This is an optimization exercise on Yosys and OpenROAD, whose aim is small area, a short achievable clock period and few clock cycles, not a production implementation. The RTL was checked by simulation tests, not by an equivalence proof against the original design. No activity file was given, so power comes from the tool's default toggle rates.

## flow/design.v (module list and top-level ports; edited modules follow where they fit)
// module qsim_ctrl: 160 lines
// module qsim_index_counter: 105 lines
// module qsim_state_buffer: 54 lines
// module qsim_ring_add: 24 lines
// module qsim_cmac: 58 lines
// module qsim_lowc: 13 lines
// module qsim_csa6: 16 lines
// module qsim_benc: 14 lines
// module qsim_bmul: 2636 lines
// module qsim_top: 80 lines
module qsim_top (
  input  logic        clk,
  input  logic        reset_n,
  input  logic        dut_valid,
  output logic        dut_ready,
  output logic [15:0] in_read_address,
  input  logic [63:0] in_read_data,
  output logic [15:0] gate_read_address,
  input  logic [63:0] gate_read_data,
  output logic        out_write_enable,
  output logic [15:0] out_write_address,
  output logic [63:0] out_write_data
);
  // ...
==> flow/flow/run.sh <==
#!/bin/bash
# Standard synthesis unchanged, then the standard layout with repair_timing
# asked to leave more setup slack than the 12.5 ns clock needs.
set -euo pipefail
MARGIN=$(cat flow/margin.txt)
bash standard.sh synth > synth.log 2>&1
bash standard.sh SETUP_SLACK_MARGIN=$MARGIN finish > layout.log 2>&1
==> flow/flow/margin.txt <==
8
==> flow/standard.sh <==
#!/bin/bash
# synth_recipe.tcl (not shown) runs the flow's synth.tcl, then flattens the netlist and writes it again
# the make line also repeats each setting of config.mk as NAME=value (left out here)
make -C /OpenROAD-flow-scripts/flow DESIGN_CONFIG=/design/flow/config.mk WORK_HOME=/design/flow/orfs CLKGATE_MAP_FILE= SYNTH_SCRIPT=/design/flow/synth_recipe.tcl "${@:-finish}"
==> flow/config.mk <==
export PLATFORM = sky130hd
export DESIGN_NAME = qsim_top
export DESIGN_NICKNAME = qsim_top
export VERILOG_FILES = /design/flow/design.v
export SDC_FILE = /design/flow/constraint.sdc
export NUM_CORES = 4
export LEC_CHECK = 0
export CAP_MARGIN = 20
export CORE_MARGIN = 2
export CORE_UTILIZATION = 55
export SETUP_SLACK_MARGIN = 5
export SLEW_MARGIN = 20
==> flow/constraint.sdc <==
create_clock -name core_clock -period 12.5 [get_ports {clk}]
set_input_delay 2.5000 -clock core_clock [delete_from_list [all_inputs] [get_ports {clk}]]
set_output_delay 2.5000 -clock core_clock [all_outputs]
set_load 0.01 [all_outputs]
==> results by group, run 1 <==
Clock tree
  • Resize count post-CTS: about 320
  • Root Driver: clkbuf_16

Run status
  • Status: complete, no violations

Layout
  • Multi-input logic area: around 100,000 sq um
  • Inverters: 1,573
  • Clk cell area share: 0.06057
  • Multi-input combinational area share: 0.5124
  • Seq cells: about 3,200

Floorplan
  • Die Y: around 570 microns
  • Core area: ~320,000 sq um

Worst setup path
  • Worst Setup Start Kind: flip-flop
  • Critical path depth: 10
  • Cell mode on critical path: fa_1
  • Worst Path Required: between 10 and 15 ns

Pwr
  • Heaviest power group: combinational cells

Routing
  • Met3 wire length: between 90,000 and 100,000 microns
  • M1 WL: approximately 260,000 microns

Synthesis
  • Yosys warnings: 10
  • Synth area leaders: dfxtp_1, fa_1, a22oi_1, xnor2_1, xor2_1
  • FF+latch count, synth: around 3,200
  • Post-synth top cells: dfxtp_1, a22oi_1, fa_1
  • Simple-Gate Fraction of Synth Area: 0.05818
  • Main combinational cell family by area after synthesis: adder cells

STA
  • FMAX: between 200 and 250 MHz
  • Final setup fails: 0
  • Relative slew slack: 0.1697

Global routing
  • Met2 GRT Util: 0.6271
  • First-pass GRT wire length: slightly below 1,000,000 microns
Testbench counts, summed over its fixed seeds: cycles 58,226.
==> inputs of run 2 (changes only) <==
==> flow/flow/margin.txt (replaced) <==
8.6
==> run 2 against run 1 <==
Largest cell class unchanged; final cell count grew 2.3%; worst setup slack gained 0.10 ns; routed wire length grew 7.3%; flip-flop and latch count is the same; die area is the same; final area grew 6.0%; still clean on timing, DRC and antenna; synthesized cell count is the same.
==> results by group, run 2 <==
Synthesis
  • Top cell type by total area after synthesis: dfxtp_1
  • Post-synth top cells: dfxtp_1, a22oi_1, fa_1
  • FF+latch count, synth: 3,180 (unchanged)
  • Synth unique cells: between 100 and 150
  • Primary FF master, synth: dfxtp_1
  • Yosys warnings: 10 (unchanged)
  • Yosys top cell area share: 0.3480
  • Post-synth EDFFs: approximately 120
  • Synth area leaders: dfxtp_1, fa_1, a22oi_1, xnor2_1, xor2_1
  • Syn Area/Cell: 10.46 sq um
  • Synthesized cell area: ~180,000 sq um
  • Seq/Total Area, Yosys: 0.3692
  • Most numerous cell in the Yosys netlist: dfxtp_1
  • Ys async rst share: 0
  • Post-synthesis cell count: about 17,000

Floorplan
  • Die area: about 320,000 sq um
  • Die Y: 569.4 microns (unchanged)
  • Die width: 569.4 microns
  • Site Rows: 207
  • Ports: ~250
  • Core area: 318,100 sq um (unchanged)
  • Initial Utilization: 0.5528

STA
  • Setup Skew: about 0.08 ns
  • Final Hold Fails: 0
  • Final Critical Period: about 4.5 ns
  • Hold slack: about 0.29 ns
  • Sum Neg Setup Slack: 0 ns
  • Final setup fails: 0 (unchanged)
  • RSZ-0062 raised after global routing: true
  • Crit share post-route: 0.3577
  • Relative slew slack: 0.2017 (+0.03205)
  • Setup WS post-layout: approximately 8.0 ns
  • FMAX: 223.7 MHz (+2.2%)
  • Least-Margin Pin Slew: ~1.2 ns
  • Max-slew violations: 0

Layout
  • Largest registers: u_buffer.ring0 x1024, u_buffer.ring1 x1024
  • FF+latch area: between 60,000 and 70,000 sq um
  • Area grow syn2layout: 18.70%
  • Most frequent cells in the layout: dfxtp_1, a22oi_1, fa_1
  • Most common cell after layout, fill and taps aside: dfxtp_1
  • Fillcell total: 24,830
  • Fraction of layout cells with a size suffix above 1: 0.1600
  • Post-layout instance area: between 200,000 and 250,000 sq um
  • Final #Nets: 19,150
  • Final Non-Filler Cells: 21,400
  • Multi-input logic area: 104,100 sq um (+3.2%)

Worst setup path
  • CP Data Arrival Time: ~5.3 ns
  • Critical path class: flip-flop to flip-flop
  • Critical path endpoint category: flip-flop
  • R2R cell count: 19
  • Critical R2R Launch: u_ctrl.s4_v
  • Reg2reg end: u_buffer.ring0[0][62]
  • R2r setup slk: between 8 and 9 ns
  • Worst Path Required: 13.28 ns (about the same)
  • Worst Setup Start Kind: flip-flop
  • Worst-path maximum fanout: 8

Clock tree
  • CTS Sinks: roughly 3,200
  • Num CTS Buffers: around 340
  • Clock Pin Slew Worst Setup and Hold Paths: 0.06 ns
  • Max Root-Sink Buffers: 4
  • H-Tree Depth: 5
  • Clock latency at the later pin of the worst-skew pair: approximately 0.97 ns
  • Root Driver: clkbuf_16
  • CTS tree: done

Routing
  • DR vias/cell: 6.559
  • Vias: ~140k
  • WL final: 742,700 microns
  • # DRC: 0
  • Avg WL per Cell: between 30 and 40 microns
  • Post-route ant nets: 0
  • First drt pass iteration count: 14
  • Drt first-iter violations: between 15,000 and 20,000

Hold path
  • Hold_sp: u_buffer.ring0[6][28]
  • Min-delay worst type: flip-flop to flip-flop
  • Hold Path End: u_buffer.ring0[5][28]
  • Hold path cells: 0

Place
  • Routability congestion estimate: around 0.99
  • DP Area: ~180,000 sq um
  • PortBufs: around 220
  • Hpwl dp: approximately 440,000 microns
  • Place WS: about 6.0 ns
  • Placed insts: 20,070

Global routing
  • Overflow after GRT: 0
  • GRT Util Overall: 0.4397
  • Largest net degree at the start of global routing: about 160
  • First-pass GRT wire length: 1,025,000 microns (+4.4%)
  • Initial antenna violation count: between 50 and 60
  • Vias in the first global route: about 140k

Job
  • Max Cap Viol: 0

Pwr
  • P_sw: approximately 0.024 W
  • Sw frac: 0.4354
  • Internal: about 0.03 W
  • Seq pwr share: 0.256
  • Clock power frac: 0.195
  • Leak: ~86 nW
  • Worst vdd ir: 286.8 uV
  • Gate power share: 0.550
  • Pwr Density: 260.9 nW/um^2

Run status
  • Status: complete, no violations
## run 2: cell counts after synthesis
No cell type changed its count.
## run 2: timing repair
item,CTS,global route
gates cloned,70,45
setup buffers,328,239
endpoints found under the setup margin,1223,760
gates resized for setup,1858,799
pin swaps,243,301
hold buffers,0,0
## run 2: metal layers
layer / GRT usage / part of all wire
met1: 0.5437 / 0.35
met2: 0.6485 / 0.42
met3: 0.1551 / 0.14
met4: 0.2908 / 0.087
met5: 0.0001487 / 0.00027
## run 2: metrics by stage
step	total power, W	utilization
2_1_floorplan	0.03027	-
3_3_place_gp	0.04112	0.5672
3_5_place_dp	0.04158	0.5673
4_1_cts	0.05273	0.6371
5_1_grt	0.05759	0.6560
6_report	0.05444	0.6561
## run 2: cell families after synthesis
family / after synthesis / synth area share
mux: 119 / 0.007231
xor+xnor: 2152 / 0.1073
compound gates: 4033 / 0.1646
buf+inv: 3102 / 0.06930
flops: 3180 / 0.3692
simple gates: 2113 / 0.05818
other cells: 1 / 0.00002133
fa+ha+maj: 2113 / 0.2242
## run 2: worst max-delay path by stage
stage              startpoint                    end  slack (ns)  cells after the start
6_report          u_ctrl.s4_v  u_buffer.ring0[0][62]        8.03                     19
3_5_place_dp      u_ctrl.s4_v  u_buffer.out_data[55]        6.04                     16
2_1_floorplan  u_ctrl.s4_ring  u_buffer.out_data[62]        8.53                     19
4_1_cts           u_ctrl.s4_v  u_buffer.out_data[30]        8.03                     16
3_3_place_gp      u_ctrl.s4_v  u_buffer.out_data[55]        6.25                     16
5_1_grt           u_ctrl.s4_v  u_buffer.ring1[3][25]        7.93                     21
## run 2: power by group through the flow
stage / combinational (W) / sequential, W / clock (W)
2_1_floorplan: 0.0169 / 0.0134 / 0
6_report: 0.0299 / 0.0139 / 0.0106
5_1_grt: 0.0326 / 0.0140 / 0.0110
3_5_place_dp: 0.0275 / 0.0141 / 0
3_3_place_gp: 0.0270 / 0.0141 / 0
4_1_cts: 0.0283 / 0.0138 / 0.0106
## run 2: layout make-up
cell class	count	share of cell area
Inverter	1573	0.02849
Clock inverter	136	0.009348
Clock buffer	474	0.04642
Multi-Input combinational cell	10570	0.4989
Tap cell	4180	0.02506
Sequential cell	3180	0.3128
Timing Repair Buffer	1252	0.07850
Antenna cell	36	0.0004317
## run 2: worst max-delay path, cell delays in order, from the launching register on
cell	delay (ns)
dfxtp_4	0.40
buf_16	0.12
nor2b_4	0.18
buf_12	0.13
nand2_8	0.15
buf_16	0.21
and2_4	0.15
fa_2	0.51
buf_6	0.14
fa_2	0.38
a21oi_4	0.15
o21ai_2	0.09
o22ai_2	0.18
o21ai_4	0.10
a32o_2	0.29
a221o_2	0.43
a221oi_4	0.27
xor2_2	0.17
buf_6	0.16
o21ai_1	0.07
==> inputs of run 3 (changes only) <==
==> flow/flow/margin.txt (replaced) <==
7.4
==> run 3 against run 2 <==
Combinational power fell by 6%; sequential share of layout area rose by 2.3 points; worst setup slack got worse by 0.73 ns; still clean on timing, DRC and antenna; clock skew rose by 0.020 ns; register-to-register slack got worse by 0.73 ns; worst hold slack got worse by 0.0047 ns; final area fell by 7.2%; largest cell class unchanged.
==> results by group, run 3 <==
Run status
  • Status: complete, no violations

Layout
  • Fraction of layout cells with a size suffix above 1: 0.07623 (-0.08378)
  • Final Non-Filler Cells: 20,800 (-2.8%)
  • Area grow syn2layout: 10.11%
  • Most common cell after layout, fill and taps aside: dfxtp_1
  • Most frequent cells in the layout: dfxtp_1, a22oi_1, fa_1
  • Largest registers: u_buffer.ring0 x1024, u_buffer.ring1 x1024
  • Multi-input logic area: 99,370 sq um (-4.6%)
  • FF+latch area: 65,010 sq um (-0.42%)
  • Fillcell total: 26,650 (+7.3%)
  • Post-layout instance area: 193,600 sq um (-7.2%)
  • Final #Nets: 18,530 (-3.3%)

Routing
  • Drt first-iter violations: 17,310 (-9.9%)
  • Avg WL per Cell: 32.95 microns (-5.1%)
  • Post-route ant nets: 0 (unchanged)
  • WL final: 685,400 microns (-7.7%)
  • Vias: 134,700 (-4.0%)
  • DR vias/cell: 6.474 (-1.3%)
  • First drt pass iteration count: 8 (-6)
  • # DRC: 0 (unchanged)

Hold path
  • Hold_sp: u_ctrl.s3_row[0]
  • Min-delay worst type: flip-flop to flip-flop
  • Hold path cells: 0 (unchanged)

Synthesis
  • Post-synth EDFFs: 124 (unchanged)
  • Seq/Total Area, Yosys: 0.3692 (unchanged)
  • Yosys warnings: 10 (unchanged)
  • FF+latch count, synth: 3,180 (unchanged)
  • Syn Area/Cell: 10.46 sq um (unchanged)
  • Top cell type by total area after synthesis: dfxtp_1
  • Post-synth top cells: dfxtp_1, a22oi_1, fa_1
  • Yosys top cell area share: 0.3480 (unchanged)
  • Primary FF master, synth: dfxtp_1
  • Ys async rst share: 0 (unchanged)
  • Synthesized cell area: 175,800 sq um (unchanged)
  • Most numerous cell in the Yosys netlist: dfxtp_1
  • Synth unique cells: 111 (unchanged)
  • Synth area leaders: dfxtp_1, fa_1, a22oi_1, xnor2_1, xor2_1
  • Post-synthesis cell count: 16,810 (unchanged)

Worst setup path
  • Worst Path Required: 13.28 ns (about the same)
  • R2R cell count: 11 (-8)
  • Cell-by-cell trace of the critical path: buf_4 -> buf_6 -> nor4b_4 -> buf_4 -> buf_4 -> a222oi_1 -> nand3_1 -> o31ai_1 -> nand3_1 -> or2_0 -> mux2i_1
  • Worst Setup SP: u_ctrl.s1_pos[1]
  • Critical path destination: u_cmac.a_re_d[22]
  • CP Data Arrival Time: 5.98 ns (+0.73 ns)
  • Cell mode on critical path: buf_4
  • Slowest CP cell: o31ai_1
  • Critical R2R Launch: u_ctrl.s1_pos[1]
  • Worst Setup Start Kind: flip-flop
  • Critical path endpoint category: flip-flop
  • Critical path class: flip-flop to flip-flop
  • Largest stage delay, worst path: 0.77 ns (+0.26 ns)
  • Reg2reg end: u_cmac.a_re_d[22]
  • R2r setup slk: 7.29 ns (-0.73 ns)
  • Worst-path maximum fanout: 43 (+35)

STA
  • Relative slew slack: 0.1199 (-0.08181)
  • FMAX: 192.1 MHz (-14%)
  • Final Hold Fails: 0 (unchanged)
  • Sum Neg Setup Slack: 0 ns (unchanged)
  • Least-Margin Pin Slew: 1.311 ns (+0.1133 ns)
  • RSZ-0062 raised after global routing: false
  • Final setup fails: 0 (unchanged)
  • Setup Skew: 0.09754 ns (+0.01956 ns)
  • Final Critical Period: 5.205 ns (+0.7340 ns)
  • Crit share post-route: 0.4164 (+0.05872)
  • Max-slew violations: 0 (unchanged)
  • Setup WS post-layout: 7.295 ns (-0.7340 ns)

Place
  • Place WS: 6.041 ns (+0.004000 ns)
  • DP Area: 180,400 sq um (about the same)
  • PortBufs: 221 (unchanged)
  • Routability congestion estimate: 0.9575 (-2.8%)
  • Hpwl dp: 438,200 microns (about the same)
  • Placed insts: 20,080 (+0.080%)

Floorplan
  • Site Rows: 207 (unchanged)
  • Ports: 245 (unchanged)
  • Die Y: 569.4 microns (unchanged)
  • Core area: 318,100 sq um (unchanged)
  • Die area: 324,200 sq um (unchanged)
  • Initial Utilization: 0.5528 (unchanged)
  • Die width: 569.4 microns (unchanged)

Clock tree
  • Num CTS Buffers: 337 (+0.60%)
  • Root Driver: clkbuf_16
  • Clock Pin Slew Worst Setup and Hold Paths: 0.06 ns (about the same)
  • CTS Sinks: 3,180 (unchanged)
  • Max Root-Sink Buffers: 4 (unchanged)
  • # hold bufs at CTS: 0 (unchanged)
  • CTS tree: done
  • H-Tree Depth: 5 (unchanged)
  • Clock latency at the later pin of the worst-skew pair: 0.98 ns (about the same)

Job
  • Max Cap Viol: 0 (unchanged)

Global routing
  • Initial antenna violation count: 42 (-19%)
  • Overflow after GRT: 0 (unchanged)
  • GR Util met3: 0.1358 (-0.01931)
  • Vias in the first global route: 135,000 (-2.7%)
  • GRT Util Overall: 0.4150 (-0.02469)
  • Largest net degree at the start of global routing: 179 (+13%)
  • Global routing usage on met1: 0.5311 (-0.01255)
  • Met2 GRT Util: 0.6247 (-0.02374)
  • First-pass GRT wire length: 974,000 microns (-5.0%)
  • Most used routing layer: met2

Pwr
  • Leak: 79.71 nW (-7.1%)
  • Total power: 0.05288 W (-2.9%)
  • Pwr Density: 273.2 nW/um^2 (+4.7%)
  • Worst vdd ir: 252.8 uV (-12%)
==> run 3: worst min path at each step <==
stage,slack (ns),end
finish,0.29,u_ctrl.s4_row[0]
global route,0.29,u_buffer.ring0[5][31]
CTS,0.28,u_buffer.ring0[5][31]
detailed placement,0.31,u_ctrl.s2_row[3]
global placement,0.31,u_ctrl.s3_wr
floorplan,0.31,u_ctrl.out_write_address[0]
==> run 3: per-layer routing <==
| layer | wire length (microns) | vias to the layer above |
|---|---|---|
| met3 | 89400 | 2448 |
| met2 | 294000 | 9206 |
| met1 | 258600 | 67330 |
| met5 | 327 | - |
| met4 | 43040 | 16 |
| li1 | - | 55670 |
==> run 3: metrics by stage <==
step / hold slack (ns) / utilization
floorplan: 0.3096 / -
global placement: 0.3097 / 0.5671
detailed placement: 0.3121 / 0.5672
CTS: 0.2823 / 0.6067
global route: 0.2860 / 0.6086
finish: 0.2895 / 0.6086
==> run 3: cell families after synthesis <==
kind of cell | Yosys count | synth area share
other | 1 | 0.00002133
AND/OR/NAND/NOR | 2113 | 0.05818
flip-flops | 3180 | 0.3692
AO/OA/AOI/OAI | 4033 | 0.1646
adder cells (fa/ha/maj) | 2113 | 0.2242
buffers and inverters | 3102 | 0.06930
XOR/XNOR | 2152 | 0.1073
multiplexers | 119 | 0.007231
==> run 3: cell type report <==
class	instances	share of cell area
clock buffers	453	0.05005
inverters	1573	0.03051
repair buffers	635	0.03036
clock inverters	173	0.01218
multi-input cells	10550	0.5133
well taps	4180	0.02702
flip-flops and latches	3180	0.3358
diodes	54	0.0006981
==> run 3: critical path: cells and delay by family, from the launching register on <==
family                 cells  cell delay, ns
flip-flops                 1            0.48
AND/OR/NAND/NOR            4            1.38
AO/OA/AOI/OAI              2            1.20
buffers and inverters      4            1.70
multiplexers               1            0.12
==> run 3: power by group <==
group / total, W / switching, W / leakage [nW] / internal, W
Combinational: 0.0281 / 0.0170 / 47.7 / 0.0111
Clock: 0.0108 / 0.00448 / 5.89 / 0.00633
Sequential: 0.0139 / 0.00137 / 26.1 / 0.0126
==> run 3: repair_timing <==
item	CTS	global route
cloned	4	4
endpoints found under the setup margin	581	249
pin swaps	10	14
gates resized for setup	54	38
buffers inserted	14	16
==> inputs of run 4 (changes only) <==
==> flow/flow/margin.txt (replaced) <==
8
--- a/flow/config.mk
+++ b/flow/config.mk
@@ -8,5 +8,7 @@
 export CAP_MARGIN = 20
 export CORE_MARGIN = 2
 export CORE_UTILIZATION = 55
+export CTS_CLUSTER_DIAMETER = 60
+export CTS_CLUSTER_SIZE = 28
 export SETUP_SLACK_MARGIN = 5
 export SLEW_MARGIN = 20
==> run 4 against run 3 <==
Still clean; final area increased by 0.22%; critical path depth increased by 10; first-iteration DRC count increased by 2.6%; combinational power about the same; worst hold slack improved by 0.011 ns; via count increased by 0.58%; clock skew decreased by 0.0021 ns; register-to-register slack improved by 0.63 ns; core utilization increased by 0.14 points; global-route usage increased by 0.16 points; non-clock buffer count increased by 133.
==> results by group, run 4 <==
Run status
  • Status: complete, no violations

STA
  • Final Critical Period: 4.580 ns (-0.6253 ns)
  • Final setup fails: 0 (unchanged)
  • Least-Margin Pin Slew: 1.237 ns (-0.07390 ns)
  • Max-slew violations: 0 (unchanged)
  • RSZ-0062 raised after global routing: true
  • Setup Skew: 0.09539 ns (-0.002145 ns)
  • Crit share post-route: 0.3664 (-0.05002)
  • Sum Neg Setup Slack: 0 ns (unchanged)
  • Setup WS post-layout: 7.920 ns (+0.6253 ns)
  • FMAX: 218.3 MHz (+14%)
  • Relative slew slack: 0.1755 (+0.05555)
  • Final Hold Fails: 0 (unchanged)

Synthesis
  • Post-synthesis adder-cell area fraction: 0.2242 (unchanged)
  • Synth Area in Compound Gates: 0.1646 (unchanged)
  • Main combinational cell family by area after synthesis: adder cells
  • Synth area leaders: dfxtp_1, fa_1, a22oi_1, xnor2_1, xor2_1
  • FF+latch count, synth: 3,180 (unchanged)
  • Seq/Total Area, Yosys: 0.3692 (unchanged)
  • Yosys warnings: 10 (unchanged)
  • Simple-Gate Fraction of Synth Area: 0.05818 (unchanged)
  • Syn Area/Cell: 10.46 sq um (unchanged)
  • Most numerous cell in the Yosys netlist: dfxtp_1
  • Primary FF master, synth: dfxtp_1
  • Synthesized cell area: 175,800 sq um (unchanged)
  • Post-synth top cells: dfxtp_1, a22oi_1, fa_1
  • Mux share of post-synthesis cell area: 0.007231 (unchanged)
  • Post-synth EDFFs: 124 (unchanged)
  • Synth unique cells: 111 (unchanged)
  • Top cell type by total area after synthesis: dfxtp_1
  • Post-Synth XOR/XNOR Area: 0.1073 (unchanged)
  • Ys async rst share: 0 (unchanged)
  • Yosys top cell area share: 0.3480 (unchanged)
  • Post-synthesis cell count: 16,810 (unchanged)

Clock tree
  • Clock Pin Slew Worst Setup and Hold Paths: 0.10 ns (+0.04 ns)
  • H-Tree Depth: 4 (-1)
  • Max Root-Sink Buffers: 4 (unchanged)
  • Num CTS Buffers: 236 (-30%)
  • Root Driver: clkbuf_16
  • # hold bufs at CTS: 0 (unchanged)
  • Clock latency at the later pin of the worst-skew pair: 1.01 ns (+0.03 ns)
  • CTS tree: done
  • CTS Sinks: 3,180 (unchanged)

Worst setup path
  • Worst Path Required: 13.31 ns (+0.03 ns)
  • R2r setup slk: 7.92 ns (+0.63 ns)
  • Cell-by-cell trace of the critical path: buf_12 -> buf_16 -> nor2b_4 -> buf_6 -> buf_12 -> buf_16 -> nand2_4 -> fa_1 -> inv_2 -> ha_4 -> fa_2 -> a21oi_2 -> o21ai_2 -> o22ai_4 -> o21ai_4 -> a32o_2 -> a221o_1 -> a221oi_2 -> xor2_2 -> buf_6 -> o21ai_2
  • Slowest CP cell: fa_1
  • Worst Setup SP: u_ctrl.s4_v
  • Worst Setup Start Kind: flip-flop
  • Worst-path maximum fanout: 7 (-84%)
  • Critical path depth: 21 (+10)
  • Reg2reg end: u_buffer.ring0[3][62]
  • Critical path class: flip-flop to flip-flop
  • Largest stage delay, worst path: 0.54 ns (-0.23 ns)
  • CP Data Arrival Time: 5.39 ns (-0.59 ns)
  • Critical path endpoint category: flip-flop
  • R2R cell count: 21 (+10)
  • Critical path destination: u_buffer.ring0[3][62]
  • CP top delay family: compound AO/OA/AOI/OAI gates
  • Critical R2R Launch: u_ctrl.s4_v
  • WP buf/inv: 7 (+3)

Layout
  • Final Non-Filler Cells: 20,780 (-0.12%)
  • Most common cell after layout, fill and taps aside: dfxtp_1
  • Final #Nets: 18,560 (+0.17%)
  • Fraction of layout cells with a size suffix above 1: 0.09004 (+0.01381)
  • Post-layout instance area: 194,000 sq um (+0.22%)
  • Largest registers: u_buffer.ring0 x1024, u_buffer.ring1 x1024
  • Final core occ: 0.6100 (+0.001362)
  • Most frequent cells in the layout: dfxtp_1, a22oi_1, fa_1
  • Area grow syn2layout: 10.36%

Global routing
  • Vias in the first global route: 135,500 (+0.38%)
  • Largest net degree at the start of global routing: 151 (-16%)
  • Overflow after GRT: 0 (unchanged)
  • GRT Util Overall: 0.4166 (+0.001626)
  • Initial antenna violation count: 69 (+64%)
  • First-pass GRT wire length: 977,600 microns (+0.36%)

Place
  • Hpwl dp: 437,500 microns (-0.18%)
  • Routability congestion estimate: 0.9705 (+1.4%)
  • DP Area: 180,400 sq um (about the same)
  • PortBufs: 221 (unchanged)
  • Placed insts: 20,090 (+0.020%)
  • Place WS: 6.005 ns (-0.03647 ns)

Routing
  • Avg WL per Cell: 33.11 microns (+0.47%)
  • Post-route ant nets: 0 (unchanged)
  • First drt pass iteration count: 9 (+1)
  • Drt first-iter violations: 17,770 (+2.6%)
  • WL final: 687,900 microns (+0.35%)
  • # DRC: 0 (unchanged)
  • DR vias/cell: 6.519 (+0.70%)
  • Vias: 135,500 (+0.58%)

Floorplan
  • Site Rows: 207 (unchanged)
  • Die Y: 569.4 microns (unchanged)
  • Die width: 569.4 microns (unchanged)
  • Ports: 245 (unchanged)
  • Die area: 324,200 sq um (unchanged)
  • Initial Utilization: 0.5528 (unchanged)
  • Core area: 318,100 sq um (unchanged)

Pwr
  • Worst vdd ir: 308.1 uV (+22%)
  • Leak: 79.43 nW (-0.35%)
  • Pwr Density: 263.1 nW/um^2 (-3.7%)

Hold path
  • Min-delay worst type: flip-flop to flip-flop

Job
  • Max Cap Viol: 0 (unchanged)
## run 4: worst register-to-register path: cells and delay by family, from the launching register on
kind,cells,cell delay [ns]
AOI/OAI and AO/OA,8,1.70
adders and majority gates,3,1.07
buffers and inverters,7,0.86
DFF,1,0.37
and+or+nand+nor,2,0.24
xor gates and xnor gates,1,0.18
## run 4: metal layers
layer | share of wire | GRT usage
met5 | 0.00056 | 0.004016
met4 | 0.064 | 0.2293
met3 | 0.13 | 0.1323
met2 | 0.43 | 0.6248
met1 | 0.38 | 0.5335
## run 4: how the worst min path moves through the flow
stage,startpoint,endpoint,slack [ns],depth (start not counted)
after detailed placement,u_ctrl.s4_row[0],u_ctrl.out_write_address[0],0.31,0
final,u_buffer.ring1[13][61],u_buffer.ring1[12][61],0.30,0
after CTS,u_buffer.ring1[13][61],u_buffer.ring1[12][61],0.30,0
after floorplan,u_ctrl.s4_row[0],u_ctrl.out_write_address[0],0.31,0
after global routing,u_buffer.ring1[13][58],u_buffer.ring1[12][58],0.31,0
after global placement,u_ctrl.s4_row[1],u_ctrl.out_write_address[1],0.31,0
## run 4: repair_timing
item                                    CTS  global route
pin swaps                                60           116
cloned                                   17             2
endpoints found under the setup margin  938           440
endpoints found under the hold margin     0             0
gates resized for setup                 353           273
buffers inserted                         87            62
## run 4: where the power goes
group	internal, W	switching [W]	leakage [nW]	total (W)
clock	0.00406	0.00473	4.33	0.00879
combinational	0.0112	0.0171	49.0	0.0284
sequential	0.0126	0.00134	26.1	0.0139
total	0.0279	0.0232	79.4	0.0511
## run 4: cell families (layout without fill, tap and decap cells)
group / after synthesis / after routing
compound gates: 4033 / 4033
flops: 3180 / 3180
buf+inv: 3102 / 2780
xor+xnor: 2152 / 2152
fa+ha+maj: 2113 / 2113
simple gates: 2113 / 2114
mux: 119 / 119
other cells: 1 / 106
## run 4: layout make-up
| type | count | area (sq um) |
|---|---|---|
| Inverter | 1573 | 5914 |
| Clock buffer | 256 | 6136 |
| Sequential cell | 3180 | 65120 |
| Fill cell | 26710 | 124000 |
| Antenna cell | 83 | 207.7 |
| Tap cell | 4180 | 5230 |
| Multi-Input combinational cell | 10550 | 100800 |
| Clock inverter | 183 | 2927 |
| Timing Repair Buffer | 768 | 7694 |
## run 4: metrics by stage
step | power (W) | hold WS [ns]
final | 0.05105 | 0.3009
after global routing | 0.05444 | 0.3103
after CTS | 0.05024 | 0.3020
after detailed placement | 0.04144 | 0.3121
after global placement | 0.04096 | 0.3099
after floorplan | 0.03026 | 0.3096
==> inputs of run 5 (changes only) <==
==> flow/flow/margin.txt (replaced) <==
8.25
==> run 5 against run 4 <==
Via count rose by 0.42%; still clean; critical endpoint is now u_buffer.out_data[26]; clock power barely moved; worst hold slack got worse by 0.010 ns; sequential power barely moved; largest cell class unchanged; maximum frequency rose by 1.4%; sequential share of layout area fell by 0.40 points.
==> results by group, run 5 <==
Run status
  • Status: complete, no violations

Pwr
  • Gate power share: 0.559 (+0.003)
  • Seq pwr share: 0.270 (-0.002)
  • Sw frac: 0.4531 (-0.001107)
  • Internal: 0.02809 W (+0.81%)
  • Leak: 80.44 nW (+1.3%)
  • Clock power frac: 0.171 (about the same)
  • Worst vdd ir: 315.7 uV (+2.5%)
  • P_sw: 0.02327 W (+0.36%)
  • Pwr Density: 261.4 nW/um^2 (-0.67%)

Layout
  • Fraction of layout cells with a size suffix above 1: 0.1030 (+0.01298)
  • Multi-input logic area: 101,800 sq um (+0.99%)
  • Most common cell after layout, fill and taps aside: dfxtp_1
  • Final #Nets: 18,630 (+0.41%)
  • Final Non-Filler Cells: 20,820 (+0.22%)
  • FF+latch area: 65,170 sq um (about the same)
  • Area grow syn2layout: 11.76%
  • Most frequent cells in the layout: dfxtp_1, a22oi_1, fa_1
  • Largest registers: u_buffer.ring0 x1024, u_buffer.ring1 x1024
  • Fillcell total: 26,160 (-2.1%)

Floorplan
  • Initial Utilization: 0.5528 (unchanged)
  • Die Y: 569.4 microns (unchanged)
  • Die width: 569.4 microns (unchanged)
  • Core area: 318,100 sq um (unchanged)
  • Ports: 245 (unchanged)
  • Site Rows: 207 (unchanged)
  • Die area: 324,200 sq um (unchanged)

Place
  • Placed insts: 20,090 (+0.035%)
  • PortBufs: 221 (unchanged)
  • Routability congestion estimate: 0.9674 (-0.32%)
  • Hpwl dp: 435,500 microns (-0.44%)

Synthesis
  • Post-synth top cells: dfxtp_1, a22oi_1, fa_1
  • Syn Area/Cell: 10.46 sq um (unchanged)
  • Top cell type by total area after synthesis: dfxtp_1
  • Post-synth EDFFs: 124 (unchanged)
  • Ys async rst share: 0 (unchanged)
  • Yosys top cell area share: 0.3480 (unchanged)
  • Synth area leaders: dfxtp_1, fa_1, a22oi_1, xnor2_1, xor2_1
  • Seq/Total Area, Yosys: 0.3692 (unchanged)
  • Yosys warnings: 10 (unchanged)
  • Synthesized cell area: 175,800 sq um (unchanged)
  • Most numerous cell in the Yosys netlist: dfxtp_1
  • Post-synthesis cell count: 16,810 (unchanged)
  • Primary FF master, synth: dfxtp_1
  • Synth unique cells: 111 (unchanged)
  • FF+latch count, synth: 3,180 (unchanged)

Routing
  • # DRC: 0 (unchanged)
  • Drt first-iter violations: 18,150 (+2.1%)
  • First drt pass iteration count: 9 (unchanged)
  • Vias: 136,000 (+0.42%)
  • Avg WL per Cell: 33.54 microns (+1.3%)
  • WL final: 698,400 microns (+1.5%)
  • Post-route ant nets: 0 (unchanged)
  • DR vias/cell: 6.533 (+0.20%)

STA
  • Least-Margin Pin Slew: 1.264 ns (+0.02726 ns)
  • Relative slew slack: 0.1573 (-0.01818)
  • Final Critical Period: 4.516 ns (-0.06389 ns)
  • Max-slew violations: 0 (unchanged)
  • FMAX: 221.4 MHz (+1.4%)
  • Sum Neg Setup Slack: 0 ns (unchanged)
  • Final setup fails: 0 (unchanged)
  • Setup Skew: 0.1313 ns (+0.03593 ns)
  • RSZ-0062 raised after global routing: true
  • Hold slack: 0.2907 ns (-0.01023 ns)
  • Crit share post-route: 0.3613 (-0.005111)
  • Final Hold Fails: 0 (unchanged)

Worst setup path
  • Critical R2R Launch: u_ctrl.s4_v
  • Critical path class: flip-flop to flip-flop
  • CP Data Arrival Time: 5.34 ns (-0.05 ns)
  • R2r setup slk: 7.98 ns (+0.06 ns)
  • Reg2reg end: u_buffer.out_data[26]
  • Critical path endpoint category: flip-flop
  • Worst-path maximum fanout: 8 (+1)
  • R2R cell count: 18 (-14%)
  • Worst Setup Start Kind: flip-flop
  • Worst Path Required: 13.33 ns (+0.02 ns)
  • Worst Setup SP: u_ctrl.s4_v

Global routing
  • Largest net degree at the start of global routing: 120 (-21%)
  • Overflow after GRT: 0 (unchanged)
  • GRT Util Overall: 0.4218 (+0.005152)
  • Initial antenna violation count: 57 (-17%)
  • First-pass GRT wire length: 985,600 microns (+0.82%)
  • Vias in the first global route: 135,000 (-0.37%)

Hold path
  • Hold path cells: 0 (unchanged)
  • Min-delay worst type: flip-flop to flip-flop
  • Hold Path End: u_ctrl.s2_wr
  • Hold_sp: u_ctrl.s1_wr

Clock tree
  • CTS tree: done
  • Clock Pin Slew Worst Setup and Hold Paths: 0.11 ns (about the same)
  • Max Root-Sink Buffers: 4 (unchanged)
  • Num CTS Buffers: 234 (-0.85%)
  • CTS Sinks: 3,180 (unchanged)
  • Root Driver: clkbuf_16
  • Clock latency at the later pin of the worst-skew pair: 1.03 ns (+0.02 ns)
  • H-Tree Depth: 4 (unchanged)

Job
  • Max Cap Viol: 0 (unchanged)
[run 5: cells by family after synthesis]
| kind of cell | synth area share |
|---|---|
| muxes | 0.007231 |
| DFF | 0.3692 |
| AOI/OAI and AO/OA | 0.1646 |
| adders and majority gates | 0.2242 |
| buffers and inverters | 0.06930 |
| xor gates and xnor gates | 0.1073 |
| other | 0.00002133 |
| and+or+nand+nor | 0.05818 |
[run 5: final cells by class]
type,instances,area share
Antenna cell,54,0.0006877
Clock buffer,248,0.03065
Clock inverter,186,0.01486
Inverter,1573,0.03013
Multi-Input combinational cell,10560,0.5180
Sequential cell,3180,0.3316
Tap cell,4180,0.02662
Timing Repair Buffer,844,0.04741
[run 5: power by group through the flow]
| stage | registers (W) | clock network, W | logic, W |
|---|---|---|---|
| detailed placement | 0.0140 | 0 | 0.0274 |
| CTS | 0.0138 | 0.00882 | 0.0277 |
| global placement | 0.0140 | 0 | 0.0270 |
| floorplan | 0.0134 | 0 | 0.0169 |
| global route | 0.0140 | 0.00920 | 0.0315 |
| finish | 0.0139 | 0.00876 | 0.0287 |
[run 5: per-stage QoR]
| stage | power (W) | setup WS [ns] | utilization | area [sq um] |
|---|---|---|---|---|
| after detailed placement | 0.04142 | 5.532 | 0.5674 | 180500 |
| after floorplan | 0.03026 | 8.253 | - | 175900 |
| final | 0.05136 | 7.984 | 0.6178 | 196500 |
| after global routing | 0.05468 | 7.880 | 0.6176 | 196400 |
| after CTS | 0.05031 | 7.983 | 0.6087 | 193600 |
| after global placement | 0.04100 | 5.685 | 0.5674 | 180500 |
[run 5: worst max path at each step]
stage,cells after the start,endpoint
final,18,u_buffer.out_data[26]
after global routing,18,u_buffer.out_data[28]
after CTS,18,u_buffer.ring0[1][62]
after detailed placement,16,u_buffer.ring1[7][53]
after global placement,16,u_buffer.ring1[1][53]
after floorplan,17,u_buffer.out_data[25]
[run 5: worst max-delay path: stages, from the launching register on]
cell and delay [ns]:
dfxtp_4 0.41, buf_16 0.12, nor2b_4 0.22, buf_12 0.14, nand2_8 0.11, buf_12 0.18
and2_4 0.16, fa_1 0.52, ha_4 0.22, a21o_1 0.19, a21o_1 0.21, a221oi_4 0.33
a31oi_4 0.15, o41a_1 0.51, buf_4 0.19, a211oi_2 0.20, xor2_1 0.17, buf_4 0.18
mux2i_1 0.08
[run 5: timing repair]
| action | 4_1_cts | 5_1_grt |
|---|---|---|
| cloned | 19 | 9 |
| pin swaps | 113 | 161 |
| gates resized for setup | 742 | 487 |
| buffers inserted | 130 | 81 |
| hold buffers | 0 | 0 |
| endpoints found under the setup margin | 1087 | 515 |
| endpoints found under the hold margin | 0 | 0 |
[run 5: metal layers]
layer | track usage | up-vias | routed length [microns]
met5 | 0 | - | 136
met4 | 0.2221 | 22 | 46040
met3 | 0.1392 | 2458 | 94430
met2 | 0.6237 | 9984 | 294700
met1 | 0.5487 | 67690 | 263200
li1 | - | 55870 | -
==> inputs of run 6 (changes only) <==
==> flow/flow/margin.txt (replaced) <==
8
--- a/flow/config.mk
+++ b/flow/config.mk
@@ -7,7 +7,7 @@
 export LEC_CHECK = 0
 export CAP_MARGIN = 20
 export CORE_MARGIN = 2
-export CORE_UTILIZATION = 55
+export CORE_UTILIZATION = 60
 export CTS_CLUSTER_DIAMETER = 60
 export CTS_CLUSTER_SIZE = 28
 export SETUP_SLACK_MARGIN = 5
==> run 6 against run 5 <==
Via count rose by 3.1%; total power increased by 1.2%; worst hold slack gained 0.0025 ns; final area is 2.3% lower; critical endpoint is now u_cmac.a_im_d[4]; largest cell class unchanged.
==> results by group, run 6 <==
STA
  • Relative slew slack: 0.1219 (-0.03541)
  • Final Hold Fails: 0 (unchanged)
  • Final Critical Period: 4.616 ns (+0.1005 ns)
  • FMAX: 216.6 MHz (-2.2%)
  • Max-slew violations: 0 (unchanged)
  • Setup Skew: 0.06209 ns (-0.06922 ns)
  • Crit share post-route: 0.3693 (+0.008039)
  • RSZ-0062 raised after global routing: true
  • Least-Margin Pin Slew: 1.281 ns (+0.01648 ns)
  • Final setup fails: 0 (unchanged)
  • Sum Neg Setup Slack: 0 ns (unchanged)

Clock tree
  • Num CTS Buffers: 220 (-6.0%)
  • # hold bufs at CTS: 0 (unchanged)
  • Root Driver: clkbuf_16
  • Clock Pin Slew Worst Setup and Hold Paths: 0.10 ns (about the same)
  • CTS Sinks: 3,180 (unchanged)
  • Clock latency at the later pin of the worst-skew pair: 0.98 ns (-0.05 ns)
  • CTS tree: done
  • H-Tree Depth: 4 (unchanged)
  • Max Root-Sink Buffers: 4 (unchanged)

Floorplan
  • Core area: 291,300 sq um (-8.4%)
  • Die width: 545.3 microns (-4.2%)
  • Initial Utilization: 0.6034 (+0.05068)
  • Die Y: 545.3 microns (-4.2%)
  • Die area: 297,400 sq um (-8.3%)
  • Ports: 245 (unchanged)
  • Site Rows: 198 (-4.3%)

Pwr
  • Pwr Density: 270.7 nW/um^2 (+3.6%)
  • Leak: 78.69 nW (-2.2%)
  • Worst vdd ir: 290.5 uV (-8.0%)

Global routing
  • Largest net degree at the start of global routing: 145 (+21%)
  • Initial antenna violation count: 89 (+56%)
  • GRT Util Overall: 0.4620 (+0.04024)
  • Overflow after GRT: 0 (unchanged)
  • Vias in the first global route: 142,600 (+5.7%)
  • First-pass GRT wire length: 1,003,000 microns (+1.8%)

Run status
  • Status: complete, no violations

Worst setup path
  • Worst Setup SP: u_ctrl.s1_pos[1]
  • Critical R2R Launch: u_ctrl.s1_pos[1]
  • WP buf/inv: 4 (-1)
  • R2r setup slk: 7.88 ns (-0.10 ns)
  • Worst Setup Start Kind: flip-flop
  • Critical path endpoint category: flip-flop
  • Worst-path maximum fanout: 41 (+33)
  • Critical path class: flip-flop to flip-flop
  • Worst Path Required: 13.18 ns (-0.15 ns)
  • CP top delay family: buffers and inverters
  • Slowest CP cell: o221ai_1
  • Cell-by-cell trace of the critical path: buf_6 -> buf_8 -> nor4bb_4 -> clkbuf_8 -> buf_16 -> a22oi_1 -> nand3_1 -> o221ai_1 -> and3_1 -> or2_2 -> mux2i_1
  • Largest stage delay, worst path: 0.78 ns (+0.26 ns)
  • CP Data Arrival Time: 5.29 ns (-0.05 ns)

Place
  • Hpwl dp: 447,700 microns (+2.8%)
  • Routability congestion estimate: 1.003 (+3.7%)
  • DP Area: 179,900 sq um (-0.29%)
  • PortBufs: 221 (unchanged)

Layout
  • Most common cell after layout, fill and taps aside: dfxtp_1
  • Final #Nets: 18,500 (-0.70%)
  • Largest registers: u_buffer.ring0 x1024, u_buffer.ring1 x1024
  • Fillcell total: 22,860 (-13%)
  • Fraction of layout cells with a size suffix above 1: 0.08089 (-0.02214)
  • Most frequent cells in the layout: dfxtp_1, a22oi_1, fa_1
  • Area grow syn2layout: 9.233%
  • Post-layout instance area: 192,000 sq um (-2.3%)

Synthesis
  • Most numerous cell in the Yosys netlist: dfxtp_1
  • Seq/Total Area, Yosys: 0.3692 (unchanged)
  • Syn Area/Cell: 10.46 sq um (unchanged)
  • Primary FF master, synth: dfxtp_1
  • Synth area leaders: dfxtp_1, fa_1, a22oi_1, xnor2_1, xor2_1
  • Synthesized cell area: 175,800 sq um (unchanged)
  • Post-synth EDFFs: 124 (unchanged)
  • Post-synthesis cell count: 16,810 (unchanged)
  • Synth unique cells: 111 (unchanged)
  • Ys async rst share: 0 (unchanged)
  • Yosys top cell area share: 0.3480 (unchanged)
  • Top cell type by total area after synthesis: dfxtp_1
  • Yosys warnings: 10 (unchanged)
  • FF+latch count, synth: 3,180 (unchanged)
  • Post-synth top cells: dfxtp_1, a22oi_1, fa_1

Hold path
  • Min-delay worst type: flip-flop to flip-flop
  • Hold_sp: u_ctrl.s3_first

Routing
  • Vias: 140,200 (+3.1%)
  • Drt first-iter violations: 19,690 (+8.5%)
  • First drt pass iteration count: 9 (unchanged)
  • # DRC: 0 (unchanged)
  • Avg WL per Cell: 34.61 microns (+3.2%)
  • Post-route ant nets: 0 (unchanged)
  • WL final: 707,200 microns (+1.3%)
  • DR vias/cell: 6.859 (+5.0%)

Job
  • Max Cap Viol: 0 (unchanged)
[run 6: worst paths after layout]
path                      endpoint  depth (start not counted)
hold / removal     u_ctrl.s4_first                          0
setup / recovery  u_cmac.a_im_d[4]                         11
setup reg to reg  u_cmac.a_im_d[4]                         11
hold reg to reg    u_ctrl.s4_first                          0
[run 6: per-stage QoR]
stage,total power (W),cells,utilization,worst slack (ns),hold WS [ns]
6_report,0.05199,20440,0.6592,7.884,0.2932
3_3_place_gp,0.04154,19790,0.6175,5.913,0.3099
5_1_grt,0.05490,20390,0.6588,7.820,0.3018
2_1_floorplan,0.03026,16840,-,8.005,0.3096
4_1_cts,0.05071,20290,0.6537,7.916,0.2908
3_5_place_dp,0.04246,19790,0.6176,5.932,0.3135
[run 6: power by group]
group | switching [W] | internal (W) | total [W]
clock network | 0.00436 | 0.00391 | 0.00826
logic | 0.0183 | 0.0115 | 0.0298
registers | 0.00132 | 0.0126 | 0.0139
total | 0.0240 | 0.0280 | 0.0520
[run 6: area by class of cell]
| type | instances | area, sq um | area share |
|---|---|---|---|
| Clock inverter | 166 | 2519 | 0.01312 |
| Clock buffer | 240 | 5744 | 0.02991 |
| Sequential cell | 3180 | 65090 | 0.3389 |
| Tap cell | 3900 | 4880 | 0.02541 |
| Multi-Input combinational cell | 10560 | 100300 | 0.5224 |
| Inverter | 1573 | 5909 | 0.03077 |
| Antenna cell | 92 | 230.2 | 0.001199 |
| Timing Repair Buffer | 726 | 7352 | 0.03828 |
[run 6: kinds of logic (layout without fill, tap and decap cells)]
group                    after synthesis  in the layout  synth area share
AND/OR/NAND/NOR                     2113           2118           0.05818
other                                  1            115        0.00002133
buffers and inverters               3102           2705           0.06930
flip-flops                          3180           3180            0.3692
multiplexers                         119            119          0.007231
AO/OA/AOI/OAI                       4033           4033            0.1646
XOR/XNOR                            2152           2152            0.1073
adder cells (fa/ha/maj)             2113           2113            0.2242
[run 6: timing repair]
action,in CTS,in global routing
cloned,14,6
endpoints found under the setup margin,928,411
pin swaps,42,57
gates resized for setup,281,201
setup buffers,85,43
[run 6: routing by layer]
layer,track usage,wire length (microns),up-vias,share of wire
met1,0.5685,247800,69390,0.35
met5,0.006731,769,-,0.0011
li1,-,-,55570,-
met3,0.1798,105200,3433,0.15
met4,0.2894,54980,62,0.078
met2,0.6795,298400,11720,0.42
==> inputs of run 7 (changes only) <==
==> flow/flow/margin.txt (replaced) <==
8.25
==> run 7 against run 6 <==
Largest cell class unchanged; global-route usage decreased by 0.23 points; clock skew rose by 0.029 ns; sequential share of layout area is 0.48 points lower; worst hold slack better by 0.016 ns; still clean on timing, DRC and antenna; core utilization is 0.97 points higher; worst setup slack better by 0.054 ns; routed wire length down 0.64%; first-iteration DRC count up 0.74%; total power is 1.1% lower; flip-flop and latch count stayed put.
==> results by group, run 7 <==
STA
  • Sum Neg Setup Slack: 0 ns (unchanged)
  • Least-Margin Pin Slew: 1.233 ns (-0.04789 ns)
  • Final Hold Fails: 0 (unchanged)
  • Crit share post-route: 0.3650 (-0.004302)
  • Hold slack: 0.3096 ns (+0.01646 ns)
  • RSZ-0062 raised after global routing: true
  • Final setup fails: 0 (unchanged)
  • Max-slew violations: 0 (unchanged)
  • FMAX: 219.2 MHz (+1.2%)
  • Setup Skew: 0.09157 ns (+0.02948 ns)
  • Final Critical Period: 4.563 ns (-0.05377 ns)
  • Relative slew slack: 0.1723 (+0.05045)

Synthesis
  • Synthesized cell area: 175,800 sq um (unchanged)
  • FF+latch count, synth: 3,180 (unchanged)
  • Post-synthesis cell count: 16,810 (unchanged)
  • Post-synth top cells: dfxtp_1, a22oi_1, fa_1
  • Ys async rst share: 0 (unchanged)
  • Yosys warnings: 10 (unchanged)
  • Seq/Total Area, Yosys: 0.3692 (unchanged)
  • Synth unique cells: 111 (unchanged)
  • Synth area leaders: dfxtp_1, fa_1, a22oi_1, xnor2_1, xor2_1
  • Most numerous cell in the Yosys netlist: dfxtp_1
  • Top cell type by total area after synthesis: dfxtp_1
  • Syn Area/Cell: 10.46 sq um (unchanged)
  • Post-synth EDFFs: 124 (unchanged)
  • Yosys top cell area share: 0.3480 (unchanged)
  • Primary FF master, synth: dfxtp_1

Global routing
  • Global routing usage on met1: 0.5684 (about the same)
  • Initial antenna violation count: 69 (-22%)
  • Vias in the first global route: 143,000 (+0.28%)
  • Most used routing layer: met2
  • GR Util met3: 0.1668 (-0.01298)
  • Met2 GRT Util: 0.6853 (+0.005807)
  • Largest net degree at the start of global routing: 158 (+9.0%)
  • First-pass GRT wire length: 999,500 microns (-0.39%)
  • GRT Util Overall: 0.4597 (-0.002285)
  • Overflow after GRT: 0 (unchanged)

Routing
  • First drt pass iteration count: 10 (+1)
  • Drt first-iter violations: 19,840 (+0.74%)
  • Vias: 139,800 (-0.30%)
  • WL final: 702,700 microns (-0.64%)
  • # DRC: 0 (unchanged)
  • DR vias/cell: 6.833 (-0.39%)
  • Avg WL per Cell: 34.35 microns (-0.73%)
  • Post-route ant nets: 0 (unchanged)

Layout
  • Multi-input logic area: 101,600 sq um (+1.3%)
  • Final core occ: 0.6689 (+0.009714)
  • Fillcell total: 22,540 (-1.4%)
  • Final Non-Filler Cells: 20,450 (+0.093%)
  • Most common cell after layout, fill and taps aside: dfxtp_1
  • Area grow syn2layout: 10.84%
  • Largest registers: u_buffer.ring0 x1024, u_buffer.ring1 x1024
  • Most frequent cells in the layout: dfxtp_1, a22oi_1, fa_1
  • Final #Nets: 18,580 (+0.42%)
  • FF+latch area: 65,110 sq um (about the same)
  • Fraction of layout cells with a size suffix above 1: 0.09690 (+0.01601)

Clock tree
  • Clock Pin Slew Worst Setup and Hold Paths: 0.10 ns (about the same)
  • Num CTS Buffers: 218 (-0.91%)
  • Max Root-Sink Buffers: 4 (unchanged)
  • CTS tree: done
  • # hold bufs at CTS: 0 (unchanged)
  • Root Driver: clkbuf_16
  • H-Tree Depth: 4 (unchanged)
  • CTS Sinks: 3,180 (unchanged)
  • Clock latency at the later pin of the worst-skew pair: 1.00 ns (+0.02 ns)

Floorplan
  • Core area: 291,300 sq um (unchanged)
  • Die Y: 545.3 microns (unchanged)
  • Die width: 545.3 microns (unchanged)
  • Die area: 297,400 sq um (unchanged)
  • Site Rows: 198 (unchanged)
  • Initial Utilization: 0.6034 (unchanged)
  • Ports: 245 (unchanged)

Place
  • PortBufs: 221 (unchanged)
  • Routability congestion estimate: 0.9896 (-1.3%)
  • Hpwl dp: 436,100 microns (-2.6%)
  • Placed insts: 19,770 (-0.10%)

Pwr
  • Worst vdd ir: 502.2 uV (+73%)
  • Leak: 79.90 nW (+1.5%)
  • Total power: 0.05143 W (-1.1%)
  • Pwr Density: 263.9 nW/um^2 (-2.5%)

Job
  • Max Cap Viol: 0 (unchanged)

Worst setup path
  • CP Data Arrival Time: 5.46 ns (+0.17 ns)
  • Worst Path Required: 13.40 ns (+0.22 ns)
  • Critical path endpoint category: flip-flop
  • Worst Setup Start Kind: flip-flop
  • Critical path class: flip-flop to flip-flop
  • Worst-path maximum fanout: 7 (-83%)

Hold path
  • Min-delay worst type: flip-flop to flip-flop

Run status
  • Status: complete, no violations
## run 7: worst paths after layout
path                               from  cells past startpoint                     to  slack (ns)
setup / recovery         u_ctrl.s4_ring                     21  u_buffer.ring0[1][63]        7.94
hold / removal    u_buffer.ring0[6][26]                      0  u_buffer.ring0[5][26]        0.31
setup reg to reg         u_ctrl.s4_ring                     21  u_buffer.ring0[1][63]        7.94
hold reg to reg   u_buffer.ring0[6][26]                      0  u_buffer.ring0[5][26]        0.31
## run 7: final cells by class
class | instances | area share
Timing Repair Buffer | 807 | 0.04643
Antenna cell | 42 | 0.0005393
Clock inverter | 152 | 0.01249
Sequential cell | 3180 | 0.3341
Inverter | 1573 | 0.03036
Multi-Input combinational cell | 10560 | 0.5214
Tap cell | 3900 | 0.02504
Clock buffer | 244 | 0.02966
## run 7: per-layer routing
| layer | vias to the layer above | part of all wire |
|---|---|---|
| met1 | 69370 | 0.35 |
| met4 | 64 | 0.077 |
| li1 | 55670 | - |
| met3 | 3363 | 0.15 |
| met5 | - | 0.00076 |
| met2 | 11280 | 0.42 |
## run 7: cells by family (layout without fill, tap and decap cells)
family	count (synthesis)	in the layout	synth area share
AOI/OAI and AO/OA	4033	4033	0.1646
xor gates and xnor gates	2152	2152	0.1073
adders and majority gates	2113	2113	0.2242
buffers and inverters	3102	2776	0.06930
DFF	3180	3180	0.3692
muxes	119	119	0.007231
other	1	65	0.00002133
and+or+nand+nor	2113	2116	0.05818
## run 7: timing repair
item | in CTS | in global routing
gates resized for setup | 586 | 495
endpoints found under the setup margin | 994 | 529
pin swaps | 114 | 165
setup buffers | 122 | 89
cloned | 24 | 11
## run 7: power by group
group          internal [W]  total, W  switching (W)
registers            0.0126    0.0139        0.00138
logic                0.0114    0.0293         0.0179
clock network       0.00383   0.00818        0.00435
## run 7: critical path: stages (launching register included)
cell      delay (ns)
dfxtp_4         0.41
buf_12          0.15
nor2b_4         0.19
buf_6           0.13
buf_12          0.11
buf_12          0.11
buf_12          0.10
and2_4          0.14
fa_2            0.46
buf_6           0.14
ha_4            0.24
a21o_1          0.15
a21oi_4         0.07
o211ai_1        0.24
a31o_2          0.27
o221ai_4        0.16
a211oi_4        0.31
a31oi_1         0.15
buf_4           0.23
buf_6           0.13
or3_4           0.40
a31oi_1         0.16
## run 7: through the flow
step           instance area [sq um]  worst slack, ns
2_1_floorplan                 175900            8.253
3_3_place_gp                  179900            6.142
3_5_place_dp                  180000            6.093
4_1_cts                       191900            7.983
5_1_grt                       194800            7.842
6_report                      194900            7.937

==> re-timing with driven ports <==
The results above use ideal ports. As a check the final layouts listed here were re-extracted and re-timed, cells and wires unchanged.
Step 1, drivers: a clkbuf_16 drives clk and a buf_2 each remaining input, both assumed.
Step 2 moves the port delays by t, midway between the first and last clock arrival at a register: inputs arrive t later, outputs are due t later. That takes back most of the time a late clock gives input paths.
a / b / c = no drivers / after step 1 / after step 2; a / b = the first two.
run | t (ns) | slack for setup (ns) | worst setup path after step 2 | clock arrival spread, ns | cell pins on the clock port's net
run 1 | 1.069 | 7.929 / 7.925 / 7.089 | input to register | 0.108 / 0.108 | 1
run 2 | 1.052 | 8.029 / 8.029 / 7.731 | input to register | 0.079 / 0.079 | 1
run 3 | 1.059 | 7.295 / 7.295 / 6.934 | input to register | 0.111 / 0.111 | 1
run 4 | 1.083 | 7.920 / 7.920 / 7.082 | input to register | 0.099 / 0.099 | 1
run 5 | 1.081 | 7.984 / 7.984 / 7.536 | input to register | 0.161 / 0.161 | 1
run 6 | 1.066 | 7.884 / 7.884 / 7.633 | input to register | 0.076 / 0.076 | 1
run 7 | 1.078 | 7.937 / 7.937 / 7.364 | input to register | 0.096 / 0.096 | 1
After both steps setup and hold are still met in every run listed. The setup slack of run 1, which loses most, moves by -0.004 ns with the drivers and by -0.840 ns with both steps.
